What follows belongs to an exercise in optimizing a design on an open flow for small area, a short achievable clock period and few clock cycles; a production flow would make more cautious choices.
Only simulation tests tie the RTL to the original design; equivalence was not proved.
Power figures rest on the tool's default switching activity, not on a simulated workload.

rev 12:
Design char_draw_top, start of the top module:
module char_draw_top #(
    parameter int SCREEN_W = 640,
    parameter int SCREEN_H = 480
) (
    input  logic                       clk,
    input  logic                       rst,
    input  char_draw_pkg::pixel_x_t    x,
    input  char_draw_pkg::pixel_y_t    y,
    input  char_draw_pkg::char_code_t  code,
    input  char_draw_pkg::glyph_size_t size,
    input  logic [1:0]                 mode,
    input  char_draw_pkg::color_id_t   idata_fg,
    input  char_draw_pkg::color_id_t   idata_bg,
    input  logic                       idata_vld,
    output logic                       odone,
    output char_draw_pkg::vga_addr_t   oaddr,
    output char_draw_pkg::color_id_t   odata,
    output logic                       owren
);
==> module char_draw_top, before the edit <==
module char_draw_top #(
    parameter int SCREEN_W = 640,
    parameter int SCREEN_H = 480
) (
    input  logic                       clk,
    input  logic                       rst,
    input  char_draw_pkg::pixel_x_t    x,
    input  char_draw_pkg::pixel_y_t    y,
    input  char_draw_pkg::char_code_t  code,
    input  char_draw_pkg::glyph_size_t size,
    input  logic [1:0]                 mode,
    input  char_draw_pkg::color_id_t   idata_fg,
    input  char_draw_pkg::color_id_t   idata_bg,
    input  logic                       idata_vld,
    output logic                       odone,
    output char_draw_pkg::vga_addr_t   oaddr,
    output char_draw_pkg::color_id_t   odata,
    output logic                       owren
);
    char_draw_pkg::pixel_x_t      origin_x;
    char_draw_pkg::pixel_y_t      origin_y;
    char_draw_pkg::char_code_t    char_code;
    char_draw_pkg::glyph_size_t   glyph_size;
    char_draw_pkg::color_id_t     fg_color;
    char_draw_pkg::color_id_t     bg_color;
    logic        busy;        
    localparam int IW = 4;   
    localparam int IN = 3;   
    logic [IN-1:0] init;      
    logic [1:0]  nb_cy;       
    logic [11:0] base_a;      
    logic [11:0] base_b;      
    logic [11:0] base_c;      
    logic [4:0]  gidx;        
    logic [4:0]  gidx_d;
    logic        scan_vld;    
    logic        first_row;   
    logic        row_cy;      
    logic        lo_wrap;     
    logic [2:0]  hi_step;     
    logic [3:0]  hi_low;      
    logic [8:0]  hi_tog;      
    logic [11:0] hi_next;     
    logic [3:0]  sx;          
    logic [2:0]  col;         
    logic [3:0]  sy;          
    logic [3:0]  rrow;        
    logic [4:0]  gbits;       
    logic        s_rowstart;  
    logic        s_bit;       
    logic [4:0]  rom_bits;
    logic        accept;
    logic        row_end;
    logic        last_pix;
    assign accept   = idata_vld && !busy;
    always_comb begin
        if (!scan_vld)
            hi_step = 3'd0;
        else if (s_rowstart)
            hi_step = first_row ? 3'd0 : row_cy ? 3'd4 : 3'd5;
        else
            hi_step = {2'b00, lo_wrap};
    end
    assign hi_low    = {1'b0, oaddr[9:7]} + {1'b0, hi_step};
    assign hi_tog[0] = 1'b1;
    for (genvar i = 1; i < 9; i++) begin : g_tog
        assign hi_tog[i] = &oaddr[10+i-1:10];
    end
    assign hi_next   = {oaddr[18:10] ^ (hi_tog & {9{hi_low[3]}}), hi_low[2:0]};
    logic [IW+1:0] chunk_sum [IN];
    logic [1:0]    cy_sel;
    always_comb begin
        cy_sel = 2'd0;
        for (int k = 0; k < IN; k++) begin
            chunk_sum[k] = (IW+2)'(base_a[IW*k +: IW]) + (IW+2)'(base_b[IW*k +: IW])
                         + (IW+2)'(base_c[IW*k +: IW]) + (IW+2)'(k == 0 ? 2'd0 : nb_cy);
            cy_sel = cy_sel | (init[k] ? chunk_sum[k][IW+1:IW] : 2'd0);
        end
    end
    assign base_a   = {1'b0, origin_y, 2'b00};
    assign base_b   = {3'b000, origin_y};
    assign base_c   = {9'd0, origin_x[9:7]};
    assign row_end  = (col == 3'd5) && (sx == 4'd0);
    assign last_pix = row_end && (sy == 4'd0) && (rrow == 4'd10);
    always_ff @(posedge clk) begin
        if (rst) begin
            origin_x  <= '0;
            origin_y  <= '0;
            char_code <= '0;
        end else if (accept && mode != 2'd1) begin
            origin_x  <= x;
            origin_y  <= y;
            char_code <= code;
        end
    end
    always_ff @(posedge clk) begin
        if (!busy) begin
            glyph_size <= size;
            fg_color   <= idata_fg;
            bg_color   <= idata_bg;
        end
    end
    always_ff @(posedge clk) begin
        if (rst) begin
            busy     <= 1'b0;
            init     <= '0;
            scan_vld <= 1'b0;
            owren    <= 1'b0;
            odone    <= 1'b0;
        end else begin
            init  <= {init[IN-2:0], accept && mode != 2'd0};
            owren <= scan_vld;
            odone <= scan_vld && last_pix;
            if (accept && mode != 2'd0)
                busy <= 1'b1;
            else if (scan_vld && last_pix)
                busy <= 1'b0;
            if (init[IN-1])
                scan_vld <= 1'b1;
            else if (last_pix)
                scan_vld <= 1'b0;
        end
    end
    glyph_enc u_glyph_enc (
        .char_code (char_code),
        .gidx      (gidx_d)
    );
    glyph_rom u_glyph_rom (
        .gidx (gidx),
        .row  (rrow),
        .bits (rom_bits)
    );
    always_ff @(posedge clk) begin
        gidx <= gidx_d;
    end
    always_ff @(posedge clk) begin
        if (init[IN-1]) begin
            sx         <= glyph_size;
            col        <= 3'd0;
            sy         <= glyph_size;
            rrow       <= 4'd0;
            gbits      <= 5'd0;
            s_rowstart <= 1'b1;
            s_bit      <= 1'b0;
        end else begin
            gbits      <= rom_bits;
            s_rowstart <= row_end;
            if (sx == 4'd0) begin
                sx <= glyph_size;
                if (row_end) begin
                    col   <= 3'd0;
                    s_bit <= 1'b0;
                    if (sy == 4'd0) begin
                        sy <= glyph_size;
                    end else begin
                        sy <= sy - 4'd1;
                    end
                end else begin
                    col   <= col + 3'd1;
                    s_bit <= gbits[3'd4 - col];
                    if (col == 3'd4 && sy == 4'd0)
                        rrow <= rrow + 4'd1;
                end
            end else begin
                sx <= sx - 4'd1;
            end
        end
    end
    always_ff @(posedge clk) begin
        nb_cy <= cy_sel;
        oaddr[18:7] <= hi_next;
        for (int k = 0; k < IN; k++) begin
            if (init[k])
                oaddr[7+IW*k +: IW] <= chunk_sum[k][IW-1:0];
        end
        if (scan_vld && s_rowstart) begin
            oaddr[6:0] <= origin_x[6:0];
            lo_wrap    <= origin_x[6:0] == 7'h7f;
        end else begin
            oaddr[6:0] <= oaddr[6:0] + 7'd1;
            lo_wrap    <= oaddr[6:0] == 7'h7e;
        end
        if (init[0])
            first_row <= 1'b1;
        else if (scan_vld && s_rowstart)
            first_row <= 1'b0;
        if (s_rowstart)
            row_cy <= 1'b0;
        else if (scan_vld && lo_wrap)
            row_cy <= 1'b1;
        odata <= s_bit ? fg_color : bg_color;
    end
endmodule
Settings: LEC_CHECK=0, ABC_AREA=1, CAP_MARGIN=20, CORE_MARGIN=2, CORE_UTILIZATION=60, CTS_BUF_LIST=sky130_fd_sc_hd__clkbuf_4 sky130_fd_sc_hd__clkbuf_8, SETUP_SLACK_MARGIN=3.0, SLEW_MARGIN=20, SYNTH_MEMORY_MAX_BITS=16384; clock period 5.0 ns.
standard.sh (not shown) runs the stock make flow with config.mk's settings and CLKGATE_MAP_FILE= SYNTH_SCRIPT=/design/flow/synth_recipe.tcl, a recipe that flattens the netlist after the stock synthesis.
==> flow/flow/run.sh <==
#!/bin/bash
# The standard layout with two changes:
#  - plain buffers on the ports in place of the delay-cell buffers buffer_ports
#    picks by default;
#  - clock tree synthesis without dummy loads (cells that only load clock nets to
#    even out their delays); its other arguments are the standard ones.
# Each tool's output goes to the ORFS logs under orfs/logs/; make's own output goes
# to make_finish.log here.
set -euo pipefail
export BUFFER_PORTS_ARGS="-buffer_cell sky130_fd_sc_hd__buf_1"
export CTS_ARGS="-sink_clustering_enable -repair_clock_nets -buf_list {sky130_fd_sc_hd__clkbuf_4 sky130_fd_sc_hd__clkbuf_8} -dont_use_dummy_load"
bash standard.sh finish > make_finish.log 2>&1
Testbench counts of rev 12, summed over its fixed seeds: cycles 175,420.
## Diff of input files: rev 13 against rev 12
--- a/flow/design.v
+++ b/flow/design.v
@@ -689,8 +689,9 @@
     logic [4:0]  rom_bits;
     logic        accept;
     logic        row_end;
     logic        last_pix;
+    assign busy     = |init || scan_vld;
     assign accept   = idata_vld && !busy;
     always_comb begin
         if (!scan_vld)
             hi_step = 3'd0;
@@ -739,21 +740,16 @@
         end
     end
     always_ff @(posedge clk) begin
         if (rst) begin
-            busy     <= 1'b0;
             init     <= '0;
             scan_vld <= 1'b0;
             owren    <= 1'b0;
             odone    <= 1'b0;
         end else begin
             init  <= {init[IN-2:0], accept && mode != 2'd0};
             owren <= scan_vld;
             odone <= scan_vld && last_pix;
-            if (accept && mode != 2'd0)
-                busy <= 1'b1;
-            else if (scan_vld && last_pix)
-                busy <= 1'b0;
             if (init[IN-1])
                 scan_vld <= 1'b1;
             else if (last_pix)
                 scan_vld <= 1'b0;
@@ -771,18 +767,22 @@
     always_ff @(posedge clk) begin
         gidx <= gidx_d;
     end
     always_ff @(posedge clk) begin
+        gbits <= rom_bits;
+        if (init[0])
+            rrow <= 4'd0;
+        else if (scan_vld && sx == 4'd0 && col == 3'd4 && sy == 4'd0)
+            rrow <= rrow + 4'd1;   
+    end
+    always_ff @(posedge clk) begin
         if (init[IN-1]) begin
             sx         <= glyph_size;
             col        <= 3'd0;
             sy         <= glyph_size;
-            rrow       <= 4'd0;
-            gbits      <= 5'd0;
             s_rowstart <= 1'b1;
             s_bit      <= 1'b0;
         end else begin
-            gbits      <= rom_bits;
             s_rowstart <= row_end;
             if (sx == 4'd0) begin
                 sx <= glyph_size;
                 if (row_end) begin
@@ -795,10 +795,8 @@
                     end
                 end else begin
                     col   <= col + 3'd1;
                     s_bit <= gbits[3'd4 - col];
-                    if (col == 3'd4 && sy == 4'd0)
-                        rrow <= rrow + 4'd1;
                 end
             end else begin
                 sx <= sx - 4'd1;
             end
Results
- Global-route usage in rev 13 is 1.1 points below rev 12.
- Diff rev 13 and rev 12: routed wire length lower in rev 13
- Diff rev 12 -> rev 13 | setup slack | increase of 9.0 ps
- Measured against each other, rev 13 and rev 12 differ in die area, the higher figure coming from rev 12.
- Rev 12 has a higher post-cts sizing count than rev 13.
- Summary of the comparison: sequential share of cell area is higher in rev 13, relative to rev 12.
- Taking rev 12 as the reference point, the post-route fraction of the period consumed by the critical path of rev 13 falls by 0.18 points.
- Est. power | rev 13 vs rev 12 | rev 13 lower
Testbench counts of rev 13, summed over its fixed seeds: cycles 175,420.

========
The RTL this note starts from:
==> flow/design.v <==
`timescale 1ns/1ps
package char_draw_pkg;
    localparam int GLYPH_COLS = 5;
    localparam int GLYPH_ROWS = 9;
    localparam int BOX_COLS = GLYPH_COLS + 1;
    localparam int BOX_ROWS = GLYPH_ROWS + 1;
    typedef logic [9:0]  pixel_x_t;       
    typedef logic [8:0]  pixel_y_t;       
    typedef logic [18:0] vga_addr_t;      
    typedef logic [7:0]  color_id_t;      
    typedef logic [7:0]  char_code_t;
    typedef logic [3:0]  glyph_size_t;    
    typedef logic [GLYPH_COLS-1:0] glyph_row_t;
    typedef logic [GLYPH_ROWS*GLYPH_COLS-1:0] glyph_bitmap_t;
    typedef enum logic [1:0] {
        MODE_PLACE    = 2'd0,    
        MODE_STYLE    = 2'd1,    
        MODE_FULL     = 2'd2,
        MODE_FULL_ALT = 2'd3
    } cmd_mode_e;
endpackage
`timescale 1ns/1ps
`timescale 1ns/1ps
module glyph_enc (
    input  logic [7:0] char_code,
    output logic [4:0] gidx
);
    always_comb begin
        case (char_code)
            8'h30: gidx = 5'd0;
            8'h31: gidx = 5'd1;
            8'h32: gidx = 5'd2;
            8'h33: gidx = 5'd3;
            8'h34: gidx = 5'd4;
            8'h35: gidx = 5'd5;
            8'h36: gidx = 5'd6;
            8'h37: gidx = 5'd7;
            8'h38: gidx = 5'd8;
            8'h39: gidx = 5'd9;
            8'h3A: gidx = 5'd10;
            8'h41: gidx = 5'd11;
            8'h43: gidx = 5'd12;
            8'h44: gidx = 5'd13;
            8'h45: gidx = 5'd14;
            8'h47: gidx = 5'd15;
            8'h49: gidx = 5'd16;
            8'h4B: gidx = 5'd17;
            8'h4C: gidx = 5'd18;
            8'h4D: gidx = 5'd19;
            8'h4E: gidx = 5'd20;
            8'h4F: gidx = 5'd0;
            8'h50: gidx = 5'd21;
            8'h52: gidx = 5'd22;
            8'h53: gidx = 5'd23;
            8'h54: gidx = 5'd24;
            8'h56: gidx = 5'd25;
            8'h59: gidx = 5'd26;
            default: gidx = 5'd27;   
        endcase
    end
endmodule
module glyph_rom (
    input  logic [4:0] gidx,
    input  logic [3:0] row,
    output logic [4:0] bits
);
    logic [44:0] bitmap;
    always_comb begin
        case (gidx)
            5'd0: bitmap = 45'b01110_10001_10001_10001_10001_10001_10001_10001_01110;
            5'd1: bitmap = 45'b00100_01100_00100_00100_00100_00100_00100_00100_01110;
            5'd2: bitmap = 45'b01110_10001_10001_00001_00010_00100_01000_10000_11111;
            5'd3: bitmap = 45'b01110_10001_10001_00001_00110_00001_10001_10001_01110;
            5'd4: bitmap = 45'b00010_00110_00110_01010_01010_10010_11111_00010_00010;
            5'd5: bitmap = 45'b11111_10000_10000_11110_10001_00001_00001_10001_01110;
            5'd6: bitmap = 45'b00110_01000_10000_11110_10001_10001_10001_10001_01110;
            5'd7: bitmap = 45'b11111_10001_00001_00010_00010_00010_00100_00100_00100;
            5'd8: bitmap = 45'b01110_10001_10001_10001_01110_10001_10001_10001_01110;
            5'd9: bitmap = 45'b01110_10001_10001_10001_01111_00001_00001_00010_01100;
            5'd10: bitmap = 45'b00000_00000_00100_00000_00000_00000_00000_00100_00000;
            5'd11: bitmap = 45'b00100_01010_10001_10001_11111_10001_10001_10001_10001;
            5'd12: bitmap = 45'b01110_10001_10000_10000_10000_10000_10000_10001_01110;
            5'd13: bitmap = 45'b11110_10001_10001_10001_10001_10001_10001_10001_11110;
            5'd14: bitmap = 45'b11111_10000_10000_10000_11111_10000_10000_10000_11111;
            5'd15: bitmap = 45'b01110_10001_10000_10000_10000_10111_10001_10011_01101;
            5'd16: bitmap = 45'b01110_00100_00100_00100_00100_00100_00100_00100_01110;
            5'd17: bitmap = 45'b10001_10010_10100_11000_11000_10100_10010_10001_10001;
            5'd18: bitmap = 45'b10000_10000_10000_10000_10000_10000_10000_10000_11111;
            5'd19: bitmap = 45'b10001_11011_10101_10001_10001_10001_10001_10001_10001;
            5'd20: bitmap = 45'b10001_11001_10101_10011_10001_10001_10001_10001_10001;
            5'd21: bitmap = 45'b11110_10001_10001_10001_11110_10000_10000_10000_10000;
            5'd22: bitmap = 45'b11110_10001_10001_10001_11110_10100_10010_10001_10001;
            5'd23: bitmap = 45'b01110_10001_10000_11000_01110_00011_00001_10001_01110;
            5'd24: bitmap = 45'b11111_00100_00100_00100_00100_00100_00100_00100_00100;
            5'd25: bitmap = 45'b10001_10001_10001_10001_10001_10001_10001_01010_00100;
            5'd26: bitmap = 45'b10001_10001_01010_01010_00100_00100_00100_00100_00100;
            5'd27: bitmap = 45'b00000_00000_00000_00000_00000_00000_00000_00000_01111;
            default: bitmap = 45'd0;
        endcase
        case (row)
            4'd1: bits = bitmap[44:40];
            4'd2: bits = bitmap[39:35];
            4'd3: bits = bitmap[34:30];
            4'd4: bits = bitmap[29:25];
            4'd5: bits = bitmap[24:20];
            4'd6: bits = bitmap[19:15];
            4'd7: bits = bitmap[14:10];
            4'd8: bits = bitmap[9:5];
            4'd9: bits = bitmap[4:0];
            default: bits = 5'b00000;
        endcase
    end
endmodule
`timescale 1ns/1ps
`timescale 1ns/1ps
`timescale 1ns/1ps
`timescale 1ns/1ps
module char_draw_top #(
    parameter int SCREEN_W = 640,
    parameter int SCREEN_H = 480
) (
    input  logic                       clk,
    input  logic                       rst,
    input  char_draw_pkg::pixel_x_t    x,
    input  char_draw_pkg::pixel_y_t    y,
    input  char_draw_pkg::char_code_t  code,
    input  char_draw_pkg::glyph_size_t size,
    input  logic [1:0]                 mode,
    input  char_draw_pkg::color_id_t   idata_fg,
    input  char_draw_pkg::color_id_t   idata_bg,
    input  logic                       idata_vld,
    output logic                       odone,
    output char_draw_pkg::vga_addr_t   oaddr,
    output char_draw_pkg::color_id_t   odata,
    output logic                       owren
);
    char_draw_pkg::pixel_x_t      origin_x;
    char_draw_pkg::pixel_y_t      origin_y;
    char_draw_pkg::char_code_t    char_code;
    char_draw_pkg::glyph_size_t   glyph_size;
    char_draw_pkg::color_id_t     fg_color;
    char_draw_pkg::color_id_t     bg_color;
    logic        busy;        
    localparam int IW = 4;   
    localparam int IN = 3;   
    logic [IN-1:0] init;      
    logic [1:0]  nb_cy;       
    logic [11:0] base_a;      
    logic [11:0] base_b;      
    logic [11:0] base_c;      
    logic [4:0]  gidx;        
    logic [4:0]  gidx_d;
    logic        scan_vld;    
    logic [11:0] nb_hi;       
    logic [3:0]  sx;          
    logic [2:0]  col;         
    logic [3:0]  sy;          
    logic [3:0]  rrow;        
    logic [4:0]  gbits;       
    logic        s_rowstart;  
    logic        s_bit;       
    logic [4:0]  rom_bits;
    logic        accept;
    logic        row_end;
    logic        last_pix;
    assign accept   = idata_vld && !busy;
    logic [IW+1:0] chunk_sum [IN];
    logic [1:0]    cy_sel;
    always_comb begin
        cy_sel = 2'd0;
        for (int k = 0; k < IN; k++) begin
            chunk_sum[k] = (IW+2)'(base_a[IW*k +: IW]) + (IW+2)'(base_b[IW*k +: IW])
                         + (IW+2)'(base_c[IW*k +: IW]) + (IW+2)'(k == 0 ? 2'd0 : nb_cy);
            cy_sel = cy_sel | (init[k] ? chunk_sum[k][IW+1:IW] : 2'd0);
        end
    end
    assign base_a   = {1'b0, origin_y, 2'b00};
    assign base_b   = {3'b000, origin_y};
    assign base_c   = {9'd0, origin_x[9:7]};
    assign row_end  = (col == 3'd5) && (sx == 4'd0);
    assign last_pix = row_end && (sy == 4'd0) && (rrow == 4'd10);
    always_ff @(posedge clk) begin
        if (rst) begin
            origin_x  <= '0;
            origin_y  <= '0;
            char_code <= '0;
        end else if (accept && mode != 2'd1) begin
            origin_x  <= x;
            origin_y  <= y;
            char_code <= code;
        end
    end
    always_ff @(posedge clk) begin
        if (!busy) begin
            glyph_size <= size;
            fg_color   <= idata_fg;
            bg_color   <= idata_bg;
        end
    end
    always_ff @(posedge clk) begin
        if (rst) begin
            busy     <= 1'b0;
            init     <= '0;
            scan_vld <= 1'b0;
            owren    <= 1'b0;
            odone    <= 1'b0;
        end else begin
            init  <= {init[IN-2:0], accept && mode != 2'd0};
            owren <= scan_vld;
            odone <= scan_vld && last_pix;
            if (accept && mode != 2'd0)
                busy <= 1'b1;
            else if (scan_vld && last_pix)
                busy <= 1'b0;
            if (init[IN-1])
                scan_vld <= 1'b1;
            else if (last_pix)
                scan_vld <= 1'b0;
        end
    end
    glyph_enc u_glyph_enc (
        .char_code (char_code),
        .gidx      (gidx_d)
    );
    glyph_rom u_glyph_rom (
        .gidx (gidx),
        .row  (rrow),
        .bits (rom_bits)
    );
    always_ff @(posedge clk) begin
        gidx <= gidx_d;
    end
    always_ff @(posedge clk) begin
        if (init[IN-1]) begin
            sx         <= glyph_size;
            col        <= 3'd0;
            sy         <= glyph_size;
            rrow       <= 4'd0;
            gbits      <= 5'd0;
            s_rowstart <= 1'b1;
            s_bit      <= 1'b0;
        end else begin
            gbits      <= rom_bits;
            s_rowstart <= row_end;
            if (sx == 4'd0) begin
                sx <= glyph_size;
                if (row_end) begin
                    col   <= 3'd0;
                    s_bit <= 1'b0;
                    if (sy == 4'd0) begin
                        sy <= glyph_size;
                    end else begin
                        sy <= sy - 4'd1;
                    end
                end else begin
                    col   <= col + 3'd1;
                    s_bit <= gbits[3'd4 - col];
                    if (col == 3'd4 && sy == 4'd0)
                        rrow <= rrow + 4'd1;
                end
            end else begin
                sx <= sx - 4'd1;
            end
        end
    end
    always_ff @(posedge clk) begin
        nb_cy <= cy_sel;
        for (int k = 0; k < IN; k++) begin
            if (init[k])
                nb_hi[IW*k +: IW] <= chunk_sum[k][IW-1:0];
        end
        if (scan_vld && s_rowstart)
            nb_hi <= nb_hi + 12'd5;
        if (s_rowstart)
            oaddr <= {nb_hi, origin_x[6:0]};
        else
            oaddr <= oaddr + 19'd1;
        odata <= s_bit ? fg_color : bg_color;
    end
endmodule
==> flow/config.mk <==
export PLATFORM = sky130hd
export DESIGN_NAME = char_draw_top
export DESIGN_NICKNAME = char_draw_top
export VERILOG_FILES = /design/flow/design.v
export SDC_FILE = /design/flow/constraint.sdc
export NUM_CORES = 4
export LEC_CHECK = 0
export ABC_AREA = 1
export CAP_MARGIN = 20
export CORE_MARGIN = 2
export CORE_UTILIZATION = 40
export CTS_BUF_LIST = sky130_fd_sc_hd__clkbuf_4 sky130_fd_sc_hd__clkbuf_8
export SETUP_SLACK_MARGIN = 3.0
export SLEW_MARGIN = 20
export SYNTH_MEMORY_MAX_BITS = 16384
==> flow/constraint.sdc <==
create_clock -name core_clock -period 5.0 [get_ports {clk}]
set_input_delay 1.0000 -clock core_clock [delete_from_list [all_inputs] [get_ports {clk}]]
set_output_delay 1.0000 -clock core_clock [all_outputs]
set_load 0.01 [all_outputs]
==> flow/flow/run.sh <==
#!/bin/bash
# The standard layout, with plain buffers on the ports in place of the delay-cell
# buffers buffer_ports picks by default. Each tool's output goes to the ORFS logs
# under orfs/logs/; make's own output goes to make_finish.log here.
set -euo pipefail
export BUFFER_PORTS_ARGS="-buffer_cell sky130_fd_sc_hd__buf_1"
bash standard.sh finish > make_finish.log 2>&1
Testbench counts at the start, summed over its fixed seeds: cycles 175,420.
Then changed:
--- a/flow/design.v
+++ b/flow/design.v
@@ -141,13 +141,10 @@
     char_draw_pkg::color_id_t     fg_color;
     char_draw_pkg::color_id_t     bg_color;
     logic        busy;        
-    localparam int IW = 4;   
-    localparam int IN = 3;   
-    logic [IN-1:0] init;      
+    logic        init1;       
+    logic        init2;       
+    logic        init3;       
     logic [1:0]  nb_cy;       
-    logic [11:0] base_a;      
-    logic [11:0] base_b;      
-    logic [11:0] base_c;      
     logic [4:0]  gidx;        
     logic [4:0]  gidx_d;
     logic        scan_vld;    
@@ -164,19 +161,6 @@
     logic        row_end;
     logic        last_pix;
     assign accept   = idata_vld && !busy;
-    logic [IW+1:0] chunk_sum [IN];
-    logic [1:0]    cy_sel;
-    always_comb begin
-        cy_sel = 2'd0;
-        for (int k = 0; k < IN; k++) begin
-            chunk_sum[k] = (IW+2)'(base_a[IW*k +: IW]) + (IW+2)'(base_b[IW*k +: IW])
-                         + (IW+2)'(base_c[IW*k +: IW]) + (IW+2)'(k == 0 ? 2'd0 : nb_cy);
-            cy_sel = cy_sel | (init[k] ? chunk_sum[k][IW+1:IW] : 2'd0);
-        end
-    end
-    assign base_a   = {1'b0, origin_y, 2'b00};
-    assign base_b   = {3'b000, origin_y};
-    assign base_c   = {9'd0, origin_x[9:7]};
     assign row_end  = (col == 3'd5) && (sx == 4'd0);
     assign last_pix = row_end && (sy == 4'd0) && (rrow == 4'd10);
     always_ff @(posedge clk) begin
@@ -200,19 +184,23 @@
     always_ff @(posedge clk) begin
         if (rst) begin
             busy     <= 1'b0;
-            init     <= '0;
+            init1    <= 1'b0;
+            init2    <= 1'b0;
+            init3    <= 1'b0;
             scan_vld <= 1'b0;
             owren    <= 1'b0;
             odone    <= 1'b0;
         end else begin
-            init  <= {init[IN-2:0], accept && mode != 2'd0};
+            init1 <= accept && mode != 2'd0;
+            init2 <= init1;
+            init3 <= init2;
             owren <= scan_vld;
             odone <= scan_vld && last_pix;
             if (accept && mode != 2'd0)
                 busy <= 1'b1;
             else if (scan_vld && last_pix)
                 busy <= 1'b0;
-            if (init[IN-1])
+            if (init3)
                 scan_vld <= 1'b1;
             else if (last_pix)
                 scan_vld <= 1'b0;
@@ -231,7 +219,7 @@
         gidx <= gidx_d;
     end
     always_ff @(posedge clk) begin
-        if (init[IN-1]) begin
+        if (init3) begin
             sx         <= glyph_size;
             col        <= 3'd0;
             sy         <= glyph_size;
@@ -264,12 +252,13 @@
         end
     end
     always_ff @(posedge clk) begin
-        nb_cy <= cy_sel;
-        for (int k = 0; k < IN; k++) begin
-            if (init[k])
-                nb_hi[IW*k +: IW] <= chunk_sum[k][IW-1:0];
-        end
-        if (scan_vld && s_rowstart)
+        if (init1)
+            {nb_cy, nb_hi[3:0]} <= {2'b00, origin_y[1:0], 2'b00} + {2'b00, origin_y[3:0]} + {3'd0, origin_x[9:7]};
+        else if (init2)
+            {nb_cy, nb_hi[7:4]} <= {2'b00, origin_y[5:2]} + {2'b00, origin_y[7:4]} + {4'd0, nb_cy};
+        else if (init3)
+            nb_hi[11:8] <= {1'b0, origin_y[8:6]} + {3'd0, origin_y[8]} + {2'd0, nb_cy};
+        else if (scan_vld && s_rowstart)
             nb_hi <= nb_hi + 12'd5;
         if (s_rowstart)
             oaddr <= {nb_hi, origin_x[6:0]};
Combinational power grows by 8.0%.
Sequential share of layout area shrinks by 0.93 points.
Maximum frequency shrinks by about 4%.
Power hardly moves.
Synthesized area grows by about 1.8%.
Worst setup slack loses 83 ps.
Routed wire length grows by 3.0%.
Testbench counts after the change, summed over its fixed seeds: cycles 175,420.

[what the ideal ports hide]
How much do the figures lean on ideal ports? The routed layouts below were timed once more, with nothing changed but the port constraints. Step 1, drivers: a clkbuf_16 drives clk and a buf_2 each remaining input, both assumed. Step 2 moves the port delays by t, midway between the first and last clock arrival at a register: inputs arrive t later, outputs are due t later. That takes back most of the time a late clock gives input paths. a / b / c = ideal ports / drivers / drivers and shift; a / b = the first two.
run	shift t [ns]	slack for setup (ns)	hold WS [ns]	clock arrival spread, ns	worst register clock-pin slew, ns
rev 12	0.452	3.037 / 2.999 / 2.801	0.412 / 0.412 / 0.412	0.025 / 0.025	0.07 / 0.07
rev 13	0.385	3.046 / 3.011 / 2.929	0.417 / 0.417 / 0.417	0.048 / 0.048	0.12 / 0.12
the first run of note 2	0.474	3.047 / 3.013 / 2.771	0.420 / 0.420 / 0.420	0.011 / 0.011	0.08 / 0.08
the second run of note 2	0.483	2.964 / 2.964 / 2.822	0.421 / 0.421 / 0.421	0.018 / 0.018	0.08 / 0.08
After both steps every run listed still meets setup and hold. The setup slack of the first run of note 2, which loses most, moves by -0.034 ns with the drivers and by -0.276 ns with both steps.
